What follows belongs to an exercise in optimizing a design on an open flow for small area and a short achievable clock period; a production flow would make more cautious choices. Only simulation tests tie the RTL to the original design; equivalence was not proved. The flow treats the clock pin as an ideal source, which a real chip does not have.

==> module cdq_cell, before the edit <==
module cdq_cell (
   input  wire logic               clock,
   input  wire logic               write,
   input  wire logic               keep,
   input  wire cdq_pkg::word_type  push_word,
   output cdq_pkg::word_type       data
);
   cdq_pkg::word_type data_ff;
   always_ff @(posedge clock) begin
      data_ff <= (push_word & {cdq_pkg::WORD_BITS{write}})
               | (data_ff & {cdq_pkg::WORD_BITS{keep}});
   end
   assign data = data_ff;
endmodule
==> module circular_deque_top, before the edit <==
module circular_deque_top (
   input  wire logic                     clock,
   input  wire logic                     reset,
   input  wire logic                     req_valid,
   output logic                          req_ready,
   input  wire logic [34:0]              req_payload,
   output logic                          rsp_valid,
   input  wire logic                     rsp_ready,
   output logic [35:0]                   rsp_payload
);
   localparam int D = cdq_pkg::DEPTH;
   localparam int P = cdq_pkg::PTR_BITS;
   cdq_pkg::req_payload_type req_p;
   assign req_p = req_payload;
   logic [D-1:0]      head_oh, tail_oh, head_m1_oh, tail_m1_oh;
   logic [D-1:0]      head_p1_oh, tail_p1_oh;
   logic [P:0]        count_ff, count_next;
   logic              empty_ff, full_ff, one_ff, almost_full_ff;
   logic              rsp_valid_ff;
   cdq_pkg::rsp_payload_type rsp_ff, rsp_in;
   logic              rsp_held_ff, rsp_hold;
   logic              accept;
   logic              op_push_rear, op_push_front, op_pop_rear, op_pop_front, op_clear;
   logic              do_push_rear, do_push_front, do_pop_rear, do_pop_front;
   logic [D-1:0]      write, keep, sel;
   cdq_pkg::word_type slot_data [D];
   cdq_pkg::word_type popped, read_word;
   logic              pop_ok;
   assign req_ready = !rsp_valid_ff || rsp_ready;
   assign accept    = req_valid && req_ready;
   assign op_push_rear  = (req_p.opcode == cdq_pkg::OP_PUSH_REAR);
   assign op_push_front = (req_p.opcode == cdq_pkg::OP_PUSH_FRONT);
   assign op_pop_rear   = (req_p.opcode == cdq_pkg::OP_POP_REAR);
   assign op_pop_front  = (req_p.opcode == cdq_pkg::OP_POP_FRONT);
   assign op_clear      = (req_p.opcode == cdq_pkg::OP_CLEAR);
   assign do_push_rear  = accept && op_push_rear  && !full_ff;
   assign do_push_front = accept && op_push_front && !full_ff;
   assign do_pop_rear   = accept && op_pop_rear   && !empty_ff;
   assign do_pop_front  = accept && op_pop_front  && !empty_ff;
   assign head_m1_oh = {head_oh[0], head_oh[D-1:1]};
   assign tail_m1_oh = {tail_oh[0], tail_oh[D-1:1]};
   assign head_p1_oh = {head_oh[D-2:0], head_oh[D-1]};
   assign tail_p1_oh = {tail_oh[D-2:0], tail_oh[D-1]};
   for (genvar i = 0; i < D; i++) begin : g_slot
      assign write[i] = !full_ff && (tail_oh[i] || head_m1_oh[i]);
      assign keep[i]  = count_ff[P] || !(tail_oh[i] || head_m1_oh[i]);
      cdq_cell u_cell (
         .clock     (clock),
         .write     (write[i]),
         .keep      (keep[i]),
         .push_word (req_p.value_in),
         .data      (slot_data[i])
      );
   end
   always_ff @(posedge clock) begin
      if (reset) begin
         head_oh <= D'(1);
         tail_oh <= D'(1);
      end else begin
         if (do_push_front) head_oh <= head_m1_oh;
         if (do_pop_front)  head_oh <= head_p1_oh;
         if (accept && op_clear) tail_oh <= head_oh;
         if (do_push_rear)  tail_oh <= tail_p1_oh;
         if (do_pop_rear)   tail_oh <= tail_m1_oh;
      end
   end
   always_comb begin
      count_next = count_ff;
      if (op_clear)                      count_next = '0;
      if (do_push_rear || do_push_front) count_next = count_ff + 1'b1;
      if (do_pop_rear || do_pop_front)   count_next = count_ff - 1'b1;
   end
   always_ff @(posedge clock) begin
      if (reset) begin
         count_ff       <= '0;
         empty_ff       <= 1'b1;
         full_ff        <= 1'b0;
         one_ff         <= 1'b0;
         almost_full_ff <= 1'b0;
      end else if (accept) begin
         count_ff       <= count_next;
         empty_ff       <= (count_next == '0);
         full_ff        <= (count_next == (P+1)'(D));
         one_ff         <= (count_next == (P+1)'(1));
         almost_full_ff <= (count_next == (P+1)'(D-1));
      end
   end
   assign pop_ok = (req_p.opcode[2:1] == 2'b01) && !empty_ff;
   always_comb begin
      read_word = '0;
      for (int i = 0; i < D; i++) begin
         sel[i]    = req_p.opcode[0] ? head_oh[i] : tail_m1_oh[i];
         read_word = read_word | (slot_data[i] & {cdq_pkg::WORD_BITS{sel[i]}});
      end
      popped = read_word & {cdq_pkg::WORD_BITS{pop_ok}};
   end
   always_ff @(posedge clock) begin
      if (reset) begin
         rsp_valid_ff <= 1'b0;
      end else if (accept) begin
         rsp_valid_ff <= 1'b1;
      end else if (rsp_ready) begin
         rsp_valid_ff <= 1'b0;
      end
   end
   always_ff @(posedge clock) begin
      if (reset) begin
         rsp_held_ff <= 1'b0;
      end else if (req_valid && (!rsp_held_ff || rsp_ready)) begin
         rsp_held_ff <= 1'b1;
      end else if (rsp_ready) begin
         rsp_held_ff <= 1'b0;
      end
   end
   assign rsp_hold = !req_valid || (rsp_held_ff && !rsp_ready);
   always_comb begin
      rsp_in.value_out = popped;
      rsp_in.status    = cdq_pkg::ST_DONE;
      rsp_in.now_empty = empty_ff;
      rsp_in.now_full  = full_ff;
      if (op_push_rear || op_push_front) begin
         if (full_ff) begin
            rsp_in.status = cdq_pkg::ST_FULL;
         end else begin
            rsp_in.now_empty = 1'b0;
            rsp_in.now_full  = almost_full_ff;
         end
      end
      if (op_pop_rear || op_pop_front) begin
         if (empty_ff) begin
            rsp_in.status = cdq_pkg::ST_EMPTY;
         end else begin
            rsp_in.now_empty = one_ff;
            rsp_in.now_full  = 1'b0;
         end
      end
      if (op_clear) begin
         rsp_in.now_empty = 1'b1;
         rsp_in.now_full  = 1'b0;
      end
   end
   always_ff @(posedge clock) begin
      rsp_ff <= (rsp_in & {36{accept}}) | (rsp_ff & {36{rsp_hold}});
   end
   assign rsp_valid   = rsp_valid_ff;
   assign rsp_payload = rsp_ff;
endmodule
Settings: LEC_CHECK=0, CAP_MARGIN=20, CORE_MARGIN=2, CORE_UTILIZATION=55, CTS_CLUSTER_DIAMETER=80, CTS_CLUSTER_SIZE=30, SLEW_MARGIN=20; clock period 4.2 ns.
standard.sh (not shown) runs the stock make flow with config.mk's settings and CLKGATE_MAP_FILE= SYNTH_SCRIPT=/design/flow/synth_recipe.tcl, a recipe that flattens the netlist after the stock synthesis.
==> flow/flow/run.sh <==
#!/bin/bash
# Standard ORFS layout, run stage by stage:
# - no setup margin before clock tree synthesis (with ideal clocks the margin
#   only oversizes gates), then the setup margin for the repairs after clock
#   tree synthesis and global routing;
# - ports buffered with plain buffers instead of the delay cells buffer_ports
#   picks on its own, and sizing not held to each cell's footprint, so the
#   repairs may swap a delay cell for a buffer.
set -euo pipefail
MARGIN=$(cat flow/margin.txt)
COMMON=(MATCH_CELL_FOOTPRINT=0 "BUFFER_PORTS_ARGS=-buffer_cell sky130_fd_sc_hd__buf_4")
bash standard.sh "${COMMON[@]}" synth > log_synth.txt 2>&1
bash standard.sh "${COMMON[@]}" SETUP_SLACK_MARGIN=0 floorplan > log_floorplan.txt 2>&1
bash standard.sh "${COMMON[@]}" SETUP_SLACK_MARGIN=0 place > log_place.txt 2>&1
bash standard.sh "${COMMON[@]}" SETUP_SLACK_MARGIN=$MARGIN cts > log_cts.txt 2>&1
bash standard.sh "${COMMON[@]}" SETUP_SLACK_MARGIN=$MARGIN finish > log_finish.txt 2>&1
test -f out/final.def
==> flow/flow/margin.txt <==
1.9
Rerun with:
--- a/flow/design.v
+++ b/flow/design.v
@@ -25,20 +25,20 @@
 endpackage : cdq_pkg
 `default_nettype wire
 `default_nettype none
 module cdq_cell (
    input  wire logic               clock,
    input  wire logic               write,
-   input  wire logic               keep,
    input  wire cdq_pkg::word_type  push_word,
    output cdq_pkg::word_type       data
 );
    cdq_pkg::word_type data_ff;
    always_ff @(posedge clock) begin
-      data_ff <= (push_word & {cdq_pkg::WORD_BITS{write}})
-               | (data_ff & {cdq_pkg::WORD_BITS{keep}});
+      if (write) begin
+         data_ff <= push_word;
+      end
    end
    assign data = data_ff;
 endmodule
 `default_nettype wire
 `default_nettype none
 module circular_deque_top (
@@ -62,13 +62,13 @@
    logic              rsp_valid_ff;
    cdq_pkg::rsp_payload_type rsp_ff, rsp_in;
    logic              rsp_held_ff, rsp_hold;
    logic              accept;
    logic              op_push_rear, op_push_front, op_pop_rear, op_pop_front, op_clear;
    logic              do_push_rear, do_push_front, do_pop_rear, do_pop_front;
-   logic [D-1:0]      write, keep, sel;
+   logic [D-1:0]      write, sel;
    cdq_pkg::word_type slot_data [D];
    cdq_pkg::word_type popped, read_word;
    logic              pop_ok;
    assign req_ready = !rsp_valid_ff || rsp_ready;
    assign accept    = req_valid && req_ready;
    assign op_push_rear  = (req_p.opcode == cdq_pkg::OP_PUSH_REAR);
@@ -83,17 +83,15 @@
    assign head_m1_oh = {head_oh[0], head_oh[D-1:1]};
    assign tail_m1_oh = {tail_oh[0], tail_oh[D-1:1]};
    assign head_p1_oh = {head_oh[D-2:0], head_oh[D-1]};
    assign tail_p1_oh = {tail_oh[D-2:0], tail_oh[D-1]};
    for (genvar i = 0; i < D; i++) begin : g_slot
       assign write[i] = !full_ff && (tail_oh[i] || head_m1_oh[i]);
-      assign keep[i]  = count_ff[P] || !(tail_oh[i] || head_m1_oh[i]);
       cdq_cell u_cell (
          .clock     (clock),
          .write     (write[i]),
-         .keep      (keep[i]),
          .push_word (req_p.value_in),
          .data      (slot_data[i])
       );
    end
    always_ff @(posedge clock) begin
       if (reset) begin
What happened: Area after synthesis went up by 0.41%. Sequential share of layout area came out higher by 20 points. Clock skew fell by 0.0034 ns. Final cell count is lower by 21%. Die area goes up by 0.40%. Design area goes up by 2.7%. Register-to-register slack gets better by 0.10 ns. Via count goes down by 31%. Count of clock-buffer cells in the layout goes up by 18. Global-route usage went down by 12 points. Core utilization grows by 1.5 points. Flip-flop and latch count is unchanged.

[afterwards: timing with drivers on the ports]
Ports are ideal in the flow. The routed layouts listed here were re-timed in OpenROAD. Step 1 (the two cells are an assumption about what drives the block):
set clk [get_ports {clock}]
set_driving_cell -lib_cell sky130_fd_sc_hd__clkbuf_16 $clk
set_driving_cell -lib_cell sky130_fd_sc_hd__buf_2 [delete_from_list [all_inputs] $clk]
Step 2 also shifts input and output timing later by t, the mid clock arrival at the registers, as if the neighbouring blocks saw the same clock. Three values: ideal, step 1, step 2; two values: the first two.
| run | t (ns) | setup WS [ns] | worst data-port slew with drivers (ns) |
|---|---|---|---|
| the first run | 0.733 | 1.742 / 1.661 / 0.928 | 0.23 |
| the second run | 0.719 | 1.847 / 1.757 / 1.038 | 0.20 |
After both steps setup and hold are still met in every run listed. The setup slack of the first run, which loses most, moves by -0.081 ns with the drivers and by -0.814 ns with both steps.
